Background: an optimization exercise with open tools, aiming at small area. Do not read the settings as production practice. Function was checked by simulation only, so behaviour that the tests miss may differ from the original. Power figures rest on the tool's default switching activity, not on a simulated workload.

**flow/standard.sh**
```bash
#!/bin/bash
# synth_recipe.tcl (not shown) runs the flow's synth.tcl, then flattens the netlist and writes it again
# the make line also repeats each setting of config.mk as NAME=value (left out here)
make -C /OpenROAD-flow-scripts/flow DESIGN_CONFIG=/design/flow/config.mk WORK_HOME=/design/flow/orfs CLKGATE_MAP_FILE= SYNTH_SCRIPT=/design/flow/synth_recipe.tcl "${@:-finish}"
```
**flow/flow/run.sh**
```bash
#!/bin/bash
# Standard synthesis, then the standard layout steps with two changes:
#  - the largest plain buffers are kept out of repair, so long nets get chains of
#    smaller buffers instead of a few very large ones;
#  - clock tree synthesis inserts no dummy loads.
set -uo pipefail
DU="sky130_fd_sc_hd__probe_p_8 sky130_fd_sc_hd__probec_p_8 sky130_fd_sc_hd__lpflow_bleeder_1 sky130_fd_sc_hd__lpflow_clkbufkapwr_1 sky130_fd_sc_hd__lpflow_clkbufkapwr_16 sky130_fd_sc_hd__lpflow_clkbufkapwr_2 sky130_fd_sc_hd__lpflow_clkbufkapwr_4 sky130_fd_sc_hd__lpflow_clkbufkapwr_8 sky130_fd_sc_hd__lpflow_clkinvkapwr_1 sky130_fd_sc_hd__lpflow_clkinvkapwr_16 sky130_fd_sc_hd__lpflow_clkinvkapwr_2 sky130_fd_sc_hd__lpflow_clkinvkapwr_4 sky130_fd_sc_hd__lpflow_clkinvkapwr_8 sky130_fd_sc_hd__lpflow_decapkapwr_12 sky130_fd_sc_hd__lpflow_decapkapwr_3 sky130_fd_sc_hd__lpflow_decapkapwr_4 sky130_fd_sc_hd__lpflow_decapkapwr_6 sky130_fd_sc_hd__lpflow_decapkapwr_8 sky130_fd_sc_hd__lpflow_inputiso0n_1 sky130_fd_sc_hd__lpflow_inputiso0p_1 sky130_fd_sc_hd__lpflow_inputiso1n_1 sky130_fd_sc_hd__lpflow_inputiso1p_1 sky130_fd_sc_hd__lpflow_inputisolatch_1 sky130_fd_sc_hd__lpflow_isobufsrc_1 sky130_fd_sc_hd__lpflow_isobufsrc_16 sky130_fd_sc_hd__lpflow_isobufsrc_2 sky130_fd_sc_hd__lpflow_isobufsrc_4 sky130_fd_sc_hd__lpflow_isobufsrc_8 sky130_fd_sc_hd__lpflow_isobufsrckapwr_16 sky130_fd_sc_hd__lpflow_lsbuf_lh_hl_isowell_tap_1 sky130_fd_sc_hd__lpflow_lsbuf_lh_hl_isowell_tap_2 sky130_fd_sc_hd__lpflow_lsbuf_lh_hl_isowell_tap_4 sky130_fd_sc_hd__lpflow_lsbuf_lh_isowell_4 sky130_fd_sc_hd__lpflow_lsbuf_lh_isowell_tap_1 sky130_fd_sc_hd__lpflow_lsbuf_lh_isowell_tap_2 sky130_fd_sc_hd__lpflow_lsbuf_lh_isowell_tap_4 sky130_fd_sc_hd__buf_12 sky130_fd_sc_hd__buf_16 sky130_fd_sc_hd__bufbuf_16"
CTS="-sink_clustering_enable -repair_clock_nets -sink_clustering_size 20 -sink_clustering_max_diameter 100 -dont_use_dummy_load"
bash standard.sh synth > make_synth.log 2>&1 || exit 1
bash standard.sh finish "DONT_USE_CELLS=$DU" "CTS_ARGS=$CTS" > make_finish.log 2>&1 || exit 1
```
**flow/config.mk**
```make
export PLATFORM = sky130hd
export DESIGN_NAME = cpu_core
export DESIGN_NICKNAME = cpu_core
export VERILOG_FILES = /design/flow/design.v
export SDC_FILE = /design/flow/constraint.sdc
export NUM_CORES = 4
export LEC_CHECK = 0
export CAP_MARGIN = 20
export CORE_MARGIN = 2
export CORE_UTILIZATION = 55
export CTS_CLUSTER_DIAMETER = 100
export CTS_CLUSTER_SIZE = 20
export GPL_TIMING_DRIVEN = 0
export SETUP_SLACK_MARGIN = 0.5
export SLEW_MARGIN = 20
export SYNTH_HIERARCHICAL = 1
```
**flow/constraint.sdc**
```tcl
create_clock -name core_clock -period 11.0 [get_ports {clk}]
set_input_delay 2.2000 -clock core_clock [delete_from_list [all_inputs] [get_ports {clk}]]
set_output_delay 2.2000 -clock core_clock [all_outputs]
set_load 0.01 [all_outputs]
```
**flow/design.v**
```verilog
`timescale 1ns/1ps
module cpu_core
(
	input logic clk,
	input logic reset,
	input logic [31:0] instr,
	output logic [31:0] pc,
	output logic [37:0] wb
);
	logic [5:0] op;
	logic [4:0] rs, rt;
	logic [31:0] imm;
	assign op = instr[31:26];
	assign rs = instr[25:21];
	assign rt = instr[20:16];
	assign imm = {{16{instr[15]}}, instr[15:0]};
	logic alu_wr, is_load, is_store, is_branch, is_jump, use_imm, is_neg;
	logic is_and, is_xor, is_shift, sh_left, sh_arith, is_add;
	assign alu_wr = (op[5:4] == 2'b00 && (op[3] == 1'b0 || op[2:1] == 2'b00))
		|| (op[5:1] == 5'b01000);
	assign is_load = (op == 6'h12);
	assign is_store = (op == 6'h13);
	assign is_branch = (op[5:3] == 3'b100);
	assign is_jump = (op == 6'h28);
	assign use_imm = op[4] || (op[3:0] == 4'h4) || (op[3:0] == 4'h5) || (op[3:0] == 4'h8);
	assign is_neg = (op[3:0] == 4'h1);
	assign is_add = (op[3:0] == 4'h0);
	assign is_and = (op[3:0] == 4'h2);
	assign is_xor = (op[3:0] == 4'h3);
	assign is_shift = op[2] || op[3];
	assign sh_left = !op[3] && !op[0];
	assign sh_arith = op[3];
	logic [31:0] regs [32];
	logic [31:0] rs_data, rt_data;
	logic [31:0] rs_oh, rt_oh;
	assign rs_oh = 32'd1 << rs;
	assign rt_oh = 32'd1 << rt;
	generate
		for (genvar b = 0; b < 32; b++)
		begin : g_rf_rd
			logic [31:0] col;
			for (genvar i = 0; i < 32; i++)
				assign col[i] = regs[i][b];
			sel_or #(.N(32)) i_rs (.d(col), .s(rs_oh), .y(rs_data[b]));
			sel_or #(.N(32)) i_rt (.d(col), .s(rt_oh), .y(rt_data[b]));
		end
	endgenerate
	logic [31:0] b_op;
	logic [31:0] add_x, add_y, p, g, sum;
	logic [32:0] c;   
	logic [31:0] alu_result;
	logic fz, fc, fs, fv;
	assign b_op = use_imm ? imm : rt_data;
	assign add_x = is_neg ? 32'd0 : rs_data;
	assign add_y = is_neg ? ~b_op : b_op;
	assign p = add_x ^ add_y;
	assign g = add_x & add_y;
	logic [31:0] gg;
	prefix_add #(.W(32)) i_add (.p(p), .g(g), .cin(is_neg), .gout(gg));
	assign c = {gg, is_neg};
	assign sum = p ^ c[31:0];
	logic [4:0] n, rot;
	logic [31:0] r, t, m, sh_res;
	logic sh_fill, sh_big;
	assign n = b_op[4:0];
	assign rot = sh_left ? (5'd0 - n) : n;
	assign sh_fill = sh_arith & rs_data[31];
	assign sh_big = |b_op[31:5];
	always_comb
	begin
		r = rs_data;
		if (rot[0]) r = {r[0], r[31:1]};
		if (rot[1]) r = {r[1:0], r[31:2]};
		if (rot[2]) r = {r[3:0], r[31:4]};
		if (rot[3]) r = {r[7:0], r[31:8]};
		if (rot[4]) r = {r[15:0], r[31:16]};
		for (int i = 0; i < 32; i++)
		begin
			t[i] = (n > i);
		end
		for (int i = 0; i < 32; i++)
		begin
			m[i] = sh_big | (sh_left ? t[i] : t[31-i]);
			sh_res[i] = m[i] ? sh_fill : r[i];
		end
	end
	always_comb
	begin
		if (is_shift)
			alu_result = sh_res;
		else if (is_and)
			alu_result = g;
		else if (is_xor)
			alu_result = p;
		else
			alu_result = sum;
	end
	logic [3:0] flags;   
	always_comb
	begin
		fz = 1'b0;
		fc = 1'b0;
		fs = 1'b0;
		fv = 1'b0;
		if (!is_shift)
		begin
			fz = (alu_result == 32'd0);
			fs = alu_result[31];
		end
		if (is_add)
		begin
			fc = c[31];
			fv = c[31] ^ c[32];
		end
	end
	always_ff @(posedge clk)
	begin
		if (reset)
			flags <= 4'd0;
		else if (alu_wr)
			flags <= {fz, fc, fs, fv};
	end
	logic [31:0] mem [64];
	logic [5:0] addr;
	logic [63:0] addr_oh;
	logic [31:0] load_data;
	logic [5:0] ap, ag, agg;
	assign ap = rs_data[5:0] ^ instr[5:0];
	assign ag = rs_data[5:0] & instr[5:0];
	prefix_add #(.W(6)) i_addr_add (.p(ap), .g(ag), .cin(1'b0), .gout(agg));
	assign addr = ap ^ {agg[4:0], 1'b0};
	assign addr_oh = 64'd1 << addr;
	generate
		for (genvar b = 0; b < 32; b++)
		begin : g_mem_rd
			logic [63:0] col;
			for (genvar i = 0; i < 64; i++)
				assign col[i] = mem[i][b];
			sel_or #(.N(64)) i_ld (.d(col), .s(addr_oh), .y(load_data[b]));
		end
	endgenerate
	logic [31:0] mem_wdata;
	assign mem_wdata = reset ? 32'd0 : rt_data;
	always_ff @(posedge clk)
	begin
		for (int i = 0; i < 64; i++)
			if (reset || (is_store && addr_oh[i]))
				mem[i] <= mem_wdata;
	end
	logic wb_valid;
	logic [4:0] wb_dest;
	logic [31:0] wb_data;
	logic [31:0] rf_wdata;
	logic [31:0] wr_oh;
	assign wb_valid = (alu_wr || is_load) && !reset;
	assign wb_dest = (op[4] & op[1]) ? rt : rs;
	assign wb_data = (op[4] & op[1]) ? load_data : alu_result;
	assign wb = {wb_valid, wb_dest, wb_data};
	assign rf_wdata = reset ? 32'd0 : wb_data;
	always_comb
	begin
		wr_oh = '0;
		wr_oh[wb_dest] = 1'b1;
	end
	always_ff @(posedge clk)
	begin
		for (int i = 0; i < 32; i++)
			if (reset || (wb_valid && wr_oh[i]))
				regs[i] <= rf_wdata;
	end
	logic cond_hold, take;
	logic [31:0] pc_next;
	always_comb
	begin
		case (op[2:1])
			2'd0: cond_hold = flags[3];   
			2'd1: cond_hold = flags[2];   
			2'd2: cond_hold = flags[1];   
			default: cond_hold = flags[0];   
		endcase
		cond_hold = cond_hold ^ op[0];
	end
	assign take = is_jump || (is_branch && cond_hold);
	assign pc_next = take ? {pc[31:26], instr[25:0]} : pc + 32'd1;
	always_ff @(posedge clk)
	begin
		if (reset)
			pc <= 32'd0;
		else
			pc <= pc_next;
	end
endmodule
module sel_or #(parameter int N = 32)
(
	input logic [N-1:0] d,
	input logic [N-1:0] s,
	output logic y
);
	localparam int G = (N + 2) / 3;
	logic [G-1:0] n;   
	generate
		for (genvar g = 0; g < G; g++)
		begin : g_grp
			if (3 * g + 2 < N)
			begin : g_three
				aoi222 i_aoi (.a1(d[3*g]), .a2(s[3*g]), .b1(d[3*g+1]), .b2(s[3*g+1]),
					.c1(d[3*g+2]), .c2(s[3*g+2]), .y(n[g]));
			end
			else if (3 * g + 1 < N)
			begin : g_two
				assign n[g] = ~((d[3*g] & s[3*g]) | (d[3*g+1] & s[3*g+1]));
			end
			else
			begin : g_one
				assign n[g] = ~(d[3*g] & s[3*g]);
			end
		end
	endgenerate
	generate
		if (G == 11)
		begin : g_t11
			logic [3:0] p;
			logic [1:0] q;
			nand3m i_p0 (.a(n[0]), .b(n[1]), .c(n[2]), .y(p[0]));
			nand3m i_p1 (.a(n[3]), .b(n[4]), .c(n[5]), .y(p[1]));
			nand3m i_p2 (.a(n[6]), .b(n[7]), .c(n[8]), .y(p[2]));
			nand2m i_p3 (.a(n[9]), .b(n[10]), .y(p[3]));
			nor2m i_q0 (.a(p[0]), .b(p[1]), .y(q[0]));
			nor2m i_q1 (.a(p[2]), .b(p[3]), .y(q[1]));
			nand2m i_y (.a(q[0]), .b(q[1]), .y(y));
		end
		else if (G == 22)
		begin : g_t22
			logic [7:0] p;
			logic [3:0] q;
			logic [1:0] r;
			for (genvar k = 0; k < 7; k++)
			begin : g_p
				nand3m i_p (.a(n[3*k]), .b(n[3*k+1]), .c(n[3*k+2]), .y(p[k]));
			end
			invm i_p7 (.a(n[21]), .y(p[7]));
			for (genvar k = 0; k < 4; k++)
			begin : g_q
				nor2m i_q (.a(p[2*k]), .b(p[2*k+1]), .y(q[k]));
			end
			nand2m i_r0 (.a(q[0]), .b(q[1]), .y(r[0]));
			nand2m i_r1 (.a(q[2]), .b(q[3]), .y(r[1]));
			or2m i_y (.a(r[0]), .b(r[1]), .y(y));
		end
		else
		begin : g_tn
			assign y = ~(&n);
		end
	endgenerate
endmodule
module nand3m
(
	input logic a, b, c,
	output logic y
);
	assign y = ~(a & b & c);
endmodule
module nand2m
(
	input logic a, b,
	output logic y
);
	assign y = ~(a & b);
endmodule
module nor2m
(
	input logic a, b,
	output logic y
);
	assign y = ~(a | b);
endmodule
module or2m
(
	input logic a, b,
	output logic y
);
	assign y = a | b;
endmodule
module invm
(
	input logic a,
	output logic y
);
	assign y = ~a;
endmodule
module aoi222
(
	input logic a1, a2, b1, b2, c1, c2,
	output logic y
);
	assign y = ~((a1 & a2) | (b1 & b2) | (c1 & c2));
endmodule
module prefix_add #(parameter int W = 32)
(
	input logic [W-1:0] p,
	input logic [W-1:0] g,
	input logic cin,
	output logic [W-1:0] gout
);
	localparam int L = (W > 16) ? 5 : (W > 8) ? 4 : (W > 4) ? 3 : (W > 2) ? 2 : 1;
	logic [W-1:0] gl [L+1];
	logic [W-1:0] pl [L+1];
	gcell i_c0 (.gh(g[0]), .ph(p[0]), .gl(cin), .g(gl[0][0]));
	assign pl[0][0] = 1'b0;
	assign gl[0][W-1:1] = g[W-1:1];
	assign pl[0][W-1:1] = p[W-1:1];
	generate
		for (genvar l = 0; l < L; l++)
		begin : g_lvl
			for (genvar i = 0; i < W; i++)
			begin : g_bit
				localparam int J = ((i >> l) << l) - 1;
				if (((i >> l) & 1) == 1)
				begin : g_comb
					if (J < (1 << l))
					begin : g_last
						gcell i_g (.gh(gl[l][i]), .ph(pl[l][i]), .gl(gl[l][J]), .g(gl[l+1][i]));
						assign pl[l+1][i] = 1'b0;
					end
					else
					begin : g_mid
						pgcell i_pg (.gh(gl[l][i]), .ph(pl[l][i]), .gl(gl[l][J]), .pl(pl[l][J]),
							.g(gl[l+1][i]), .p(pl[l+1][i]));
					end
				end
				else
				begin : g_pass
					assign gl[l+1][i] = gl[l][i];
					assign pl[l+1][i] = pl[l][i];
				end
			end
		end
	endgenerate
	assign gout = gl[L];
endmodule
module gcell
(
	input logic gh, ph, gl,
	output logic g
);
	assign g = gh | (ph & gl);
endmodule
module pgcell
(
	input logic gh, ph, gl, pl,
	output logic g, p
);
	assign g = gh | (ph & gl);
	assign p = ph & pl;
endmodule
```
==> reports/results.tsv, run 1 <==
metric	value	unit
status	no timing/DRC/antenna violations	
rows	172	
hold_class	reg2reg	
pre_cts_slack	-3.98	ns
cts_tree	built	
synthesis.nets	7166	
io_pins	104	
min_period	10.68	ns
grt.overflow.total	0	
layout.cells.non_filler	10900	
dpl-instance-area	134000	um2
final_hold_viol_count	0	
setup_viol	0	
yosys_warnings	19	
finalSetupTns	0	ns
max-vdd-ir-drop	0.211	mV
cts.reportedPaths.clkPinSlew	0.04	ns
power.density	211	nW/um2
cts_sinks	3108	
max_stage_delay	0.63	ns
top_layer	met5	
cpLargestDelayFamily	simple AND/OR/NAND/NOR gates	
root_buffer	clkbuf_16	
antenna_found_initial	25	
track_usage	38.3	%
die_h	474	um
final_nets	8008	
final-max-slew-violation-count	0	
fin_ws	0.319	ns
cts_made_buffers	175	
dieArea	225000	um2
wl_met2	195000	um
port_buffers	95	
dp_cells	10500	
skew	0.118	ns
met3_length	65000	um
cts-hold-fix-buffers	0	
drt-initial-drc-count	18600	
wire_per_inst	40.4	um
rsz0062_at_grt	true	
syn-instance-count	7090	
vias	81800	
worstSetupEndpointType	output port	
finalCritPeriodShare	97.1	%
cp_common_cell	a21oi_1	
initial_core_util	55.4	%
die_w	474	um
wl	440000	um
final_core_util	64.4	%
max-cap-violations	0	
slowest_stage	nor2_1	
dr.pass1.iters	13	
path_buf_inv	6	
clk_path_buf_depth	3	
grt_pass1_vias	77800	
tightest_slew	1.17	ns
grt_pass1_wl	599000	um
hpwl	298000	um
htree_levels	4	
power_leakage	50.4	nW
worst_ep_arrival_time	8.48	ns
grt_max_degree	33	
syn_area	122000	um2
max_freq	0.0936	GHz
fin_hold_ws	0.486	ns
required	8.80	ns
area_growth	16.3	%
ant_nets	0	
met1Wirelength	157000	um
gp_congestion	0.945	
insertion_delay	0.87	ns
p_total	29.9	mW
final_cell_area	142000	um2
via_per_inst	7.50	
syn_avg_cell_area	17.2	um2
cp_max_fo	11	
drc	0	
crit_type	in2out	
crit_path_start_kind	primary input	
slew_headroom	21.7	%
coreArea	220000	um2
drive_above_1_share	19.3	%
flip-flops by register name (all words and copies together), names as in the netlist:
| signal | count |
|---|---|
| flags | 4 |
| mem | 2048 |
| pc | 32 |
| regs | 1024 |
power breakdown:
part,internal (mW),switching [mW],leakage [nW]
combinational,2.15,5.61,16.5
clock,2.82,3.60,2.16
sequential,15.1,0.577,31.8
total,20.1,9.79,50.4
worst reg2reg max path, stage by stage, from the launching register on:
cell,delay (ns)
edfxtp_1,0.40
a222oi_1,0.49
nand3_2,0.25
nor2_4,0.36
nand2_8,0.23
ha_4,0.35
and2_1,0.18
a21o_4,0.24
a21o_4,0.24
xnor2_4,0.29
nand2_4,0.20
clkbuf_8,0.28
nor2_4,0.33
buf_8,0.27
a222oi_1,0.12
nand3_1,0.14
nor2_4,0.08
nand2_2,0.22
or2_1,0.31
nor2_1,0.12
a21oi_4,0.32
buf_2,0.21
nor2b_4,0.71
metal layers:
metal,GRT usage [%],up-vias
met2,57.2,6268
met4,16.3,12
met3,11.8,1010
li1,-,32900
met5,0,-
met1,52.4,41600
area by class of cell:
| type | count | area [um2] |
|---|---|---|
| Sequential cell | 3108 | 93000 |
| Fill cell | 15200 | 78200 |
| Multi-Input combinational cell | 3789 | 32000 |
| Timing Repair Buffer | 656 | 7330 |
| Clock buffer | 175 | 4380 |
| Tap cell | 2958 | 3700 |
| Buffer | 159 | 1010 |
| Inverter | 43 | 161 |
| Antenna cell | 12 | 30.0 |
final timing paths:
path	startpoint	to	slack, ns	cells past startpoint
max	instr[20]	wb[12]	0.32	26
min	flags[2]	flags[2]	0.49	2
max reg2reg	regs[6][3]	regs[4][22]	4.32	22
min reg2reg	flags[2]	flags[2]	0.49	2
timing repair:
action,in CTS,in global routing
hold endpoints to repair,0,0
pin swaps,120,71
buffers inserted,160,63
setup endpoints to repair,1057,32
resized for setup,466,117
cloned,16,4
layout by cell type (no fill, tap or decap), types with 55 or more instances in the layout:
cell                n
buf_8             328
mux2i_1            98
nand3_1           405
a21o_1             86
clkdlybuf4s25_1    72
clkbuf_16         186
a21oi_1            84
nand2_1           273
nor2b_4            64
o21ai_0            55
a22oi_2            64
buf_2             188
buf_4              78
nor2_1            315
o21bai_4           68
nor2_4            174
and2_1             60
a222oi_1         1330
clkbuf_1           72
edfxtp_1         3072
==> run 2, diff against run 1 <==
==> flow/run.sh (new file) <==
#!/bin/bash
# synth_recipe.tcl (not shown) runs the flow's synth.tcl, then flattens the netlist and writes it again
# the make line also repeats each setting of config.mk as NAME=value (left out here)
make -C /OpenROAD-flow-scripts/flow DESIGN_CONFIG=/design/flow/config.mk WORK_HOME=/design/flow/orfs CLKGATE_MAP_FILE= SYNTH_SCRIPT=/design/flow/synth_recipe.tcl finish
removed: flow/flow/run.sh
removed: flow/standard.sh
==> run 2 against run 1 <==
  * Sequential cell count unchanged
  * Synthesized cell count unchanged
  * Non-clock buffer count increased by 35
  * Highest routed layer unchanged
==> reports/results.tsv, run 2 <==
metric	value	unit	change
seqPwrFrac	51.3	%	-1.2 points
clkPwrFrac	21.7	%	+0.2 points
vias	83100		+1.6%
synthesis.nets	7166		unchanged
ant_nets	0		unchanged
wire_per_inst	40.5	um	+0.22%
crit_start	instr[23]		
yosys_warnings	19		unchanged
io_pins	104		unchanged
port_buffers	95		unchanged
hold_depth	2		unchanged
grt_pass1_vias	78900		+1.4%
via_per_inst	7.58		+1.0%
tightest_slew	1.29	ns	+0.113 ns
largest_register_ff_count	2048		unchanged
crit_type	in2out		
required	8.80	ns	about the same
worst_ep_arrival_time	8.47	ns	about the same
regToRegEndpoint	regs[12][25]		
max-vdd-ir-drop	0.187	mV	-11%
wl	443000	um	+0.76%
cts_made_buffers	175		unchanged
worstHoldEndpoint	flags[1]		
cp_max_fo	18		+7
regMostFlops	mem		
comb_power_share	27.0	%	+1.0 points
track_usage	38.8	%	+0.46 points
insertion_delay	0.88	ns	about the same
clk_path_buf_depth	3		unchanged
timing.rr.start	regs[27][1]		
internal-power	20.6	mW	+2.5%
cts-hold-fix-buffers	0		unchanged
grt_max_degree	33		unchanged
cts_sinks	3108		unchanged
status	no timing/DRC/antenna violations		
power_leakage	52.2	nW	+3.6%
max_stage_delay	0.54	ns	-0.09 ns
drt-initial-drc-count	18000		-3.0%
hold_start	flags[1]		
cts.reportedPaths.clkPinSlew	0.09	ns	+0.05 ns
drive_above_1_share	20.0	%	+0.71 points
worstSetupEndpointType	output port		
initial_core_util	55.4	%	unchanged
syn-instance-count	7090		unchanged
dr.pass1.iters	13		unchanged
largestRegisters	mem x2048, regs x1024, pc x32		
power.density	209	nW/um2	-1.0%
max_freq	0.0937	GHz	about the same
cp_common_cell	nor2_4		
skew	0.0385	ns	-0.0793 ns
netSwitchingFraction	32.8	%	+0.052 points
final_hold_viol_count	0		unchanged
power.switching	10.1	mW	+2.7%
grt.overflow.total	0		unchanged
slew_headroom	14.2	%	-7.5 points
root_buffer	clkbuf_16		
layout.cells.non_filler	11000		+0.54%
setup_viol	0		unchanged
reg2reg_slack	4.18	ns	-0.14 ns
cts_tree	built		
die_w	474	um	unchanged
die_h	474	um	unchanged
final_nets	8038		+0.37%
max-cap-violations	0		unchanged
p_total	30.6	mW	+2.5%
coreArea	220000	um2	unchanged
final-max-slew-violation-count	0		unchanged
syn_area	122000	um2	unchanged
mostFrequentLayoutCells	3,072 x edfxtp_1, 1,330 x a222oi_1, 405 x nand3_1, 301 x nor2_1, 276 x nand2_1		
rsz0062_at_grt	true		
syn_avg_cell_area	17.2	um2	unchanged
grt_pass1_wl	607000	um	+1.3%
dp_cells	10500		+0.048%
gp_congestion	0.958		+1.4%
r2r_cells	22		unchanged
hpwl	298000	um	+0.17%
htree_levels	4		unchanged
fillers	14500		-4.5%
cpLargestDelayFamily	simple AND/OR/NAND/NOR gates		
final_common_cell	edfxtp_1		
min_period	10.67	ns	-0.00902 ns
crit_chain	buf_4, nor2_1, nand2_2, nor2_4, buf_16, a222oi_1, nand3_1, nor2_2, nand2_4, ha_1, a21o_4, xnor2_2, nand2_4, clkbuf_16, nor2_4, buf_16, a222oi_1, nand3_1, nor2_4, nand2_1, or2_4, nor2_1, a21oi_4, buf_6		
drc	0		unchanged
dieArea	225000	um2	unchanged
finalCritPeriodShare	97.0	%	about the same
final_core_util	66.8	%	+2.3 points
antenna_found_initial	33		+32%
hold_class	reg2reg		
path_buf_inv	5		-1
fin_hold_ws	0.488	ns	+0.00210 ns
slowest_stage	nor2_2		
rows	172		unchanged
crit_path_start_kind	primary input		
area_growth	20.5	%	
## run 2: per-stage QoR
stage          setup slack (ns)  TNS (ns)  area (um2)
2_1_floorplan             0.589         0      122000
3_3_place_gp              -7.15         -      126000
3_5_place_dp              -4.30  -1957.48      137000
4_1_cts                   0.488         0      146000
5_1_grt                   0.396         0      147000
6_report                  0.328         0      147000
## run 2: worst register-to-register path: stages (launching register included)
cell and delay [ns]:
edfxtp_1 0.44, a222oi_1 0.56, nand2_1 0.15, nor2_2 0.29
nand2_8 0.19, ha_4 0.31, a21o_1 0.25, a21o_2 0.28
a21o_4 0.25, xnor2_2 0.33, nand2_4 0.17, clkbuf_16 0.25
nor2_4 0.31, buf_16 0.21, a222oi_1 0.13, nand3_1 0.31
nor2_4 0.12, nand2_1 0.31, or2_4 0.26, nor2_1 0.09
a21oi_4 0.33, buf_4 0.20, nor2b_4 0.72
## run 2: how the worst max path moves through the flow
stage,end,slack [ns],cells past startpoint
finish,wb[25],0.33,24
global route,wb[26],0.40,26
CTS,wb[12],0.49,27
detailed placement,wb[25],-4.30,26
global placement,wb[25],-7.15,24
floorplan,wb[26],0.59,22
## run 2: final cells by class
| class | instances | area [um2] | area share [%] |
|---|---|---|---|
| flip-flops and latches | 3108 | 93000 | 63.4 |
| multi-input cells | 3784 | 32000 | 21.8 |
| repair buffers | 691 | 12000 | 8.20 |
| clock buffers | 189 | 4520 | 3.08 |
| well taps | 2958 | 3700 | 2.52 |
| plain buffers | 159 | 1030 | 0.702 |
| clock inverters | 13 | 215 | 0.147 |
| inverters | 43 | 161 | 0.110 |
| diodes | 14 | 35.0 | 0.0239 |
## run 2: what timing repair did
item / CTS / global route
pin swaps: 158 / 74
buffers inserted: 235 / 24
resized for setup: 495 / 137
cloned: 7 / 2
endpoints found under the setup margin: 1057 / 32
## run 2: routing by layer
metal  part of all wire, %  GRT usage, %
met1                    35          52.6
met5                 0.026        0.0433
met3                    15          13.2
met4                   5.9          18.3
met2                    43          56.5
## run 2: power by group through the flow
stage	logic (mW)	clock network, mW	registers (mW)
5_1_grt	8.33	7.04	15.9
6_report	8.27	6.65	15.7
4_1_cts	7.72	6.65	15.7
3_5_place_dp	6.93	0	15.9
3_3_place_gp	5.92	0	16.0
2_1_floorplan	2.75	0	15.8

-- static timing again, ports no longer ideal --
How much do the figures lean on ideal ports? The routed layouts below were timed once more, with nothing changed but the port constraints. Step 1 (the two cells are an assumption about what drives the block):
set clk [get_ports {clk}]
set_driving_cell -lib_cell sky130_fd_sc_hd__clkbuf_16 $clk
set_driving_cell -lib_cell sky130_fd_sc_hd__buf_2 [delete_from_list [all_inputs] $clk]
Step 2 also shifts input and output timing later by t, the mid clock arrival at the registers, as if the neighbouring blocks saw the same clock. a / b / c = ideal ports / drivers / drivers and shift; a / b = the first two.
| run | t, ns | slack for setup (ns) | worst setup path at the end | worst slew at a driven data input, ns |
|---|---|---|---|---|
| run 1 | 0.913 | 0.319 / 0.267 / 0.267 | input to output | 0.16 |
| run 2 | 0.956 | 0.328 / 0.299 / 0.299 | input to output | 0.21 |
After both steps setup and hold are still met in every run listed. The setup slack of run 1, which loses most, moves by -0.052 ns with the drivers and by -0.052 ns with both steps.
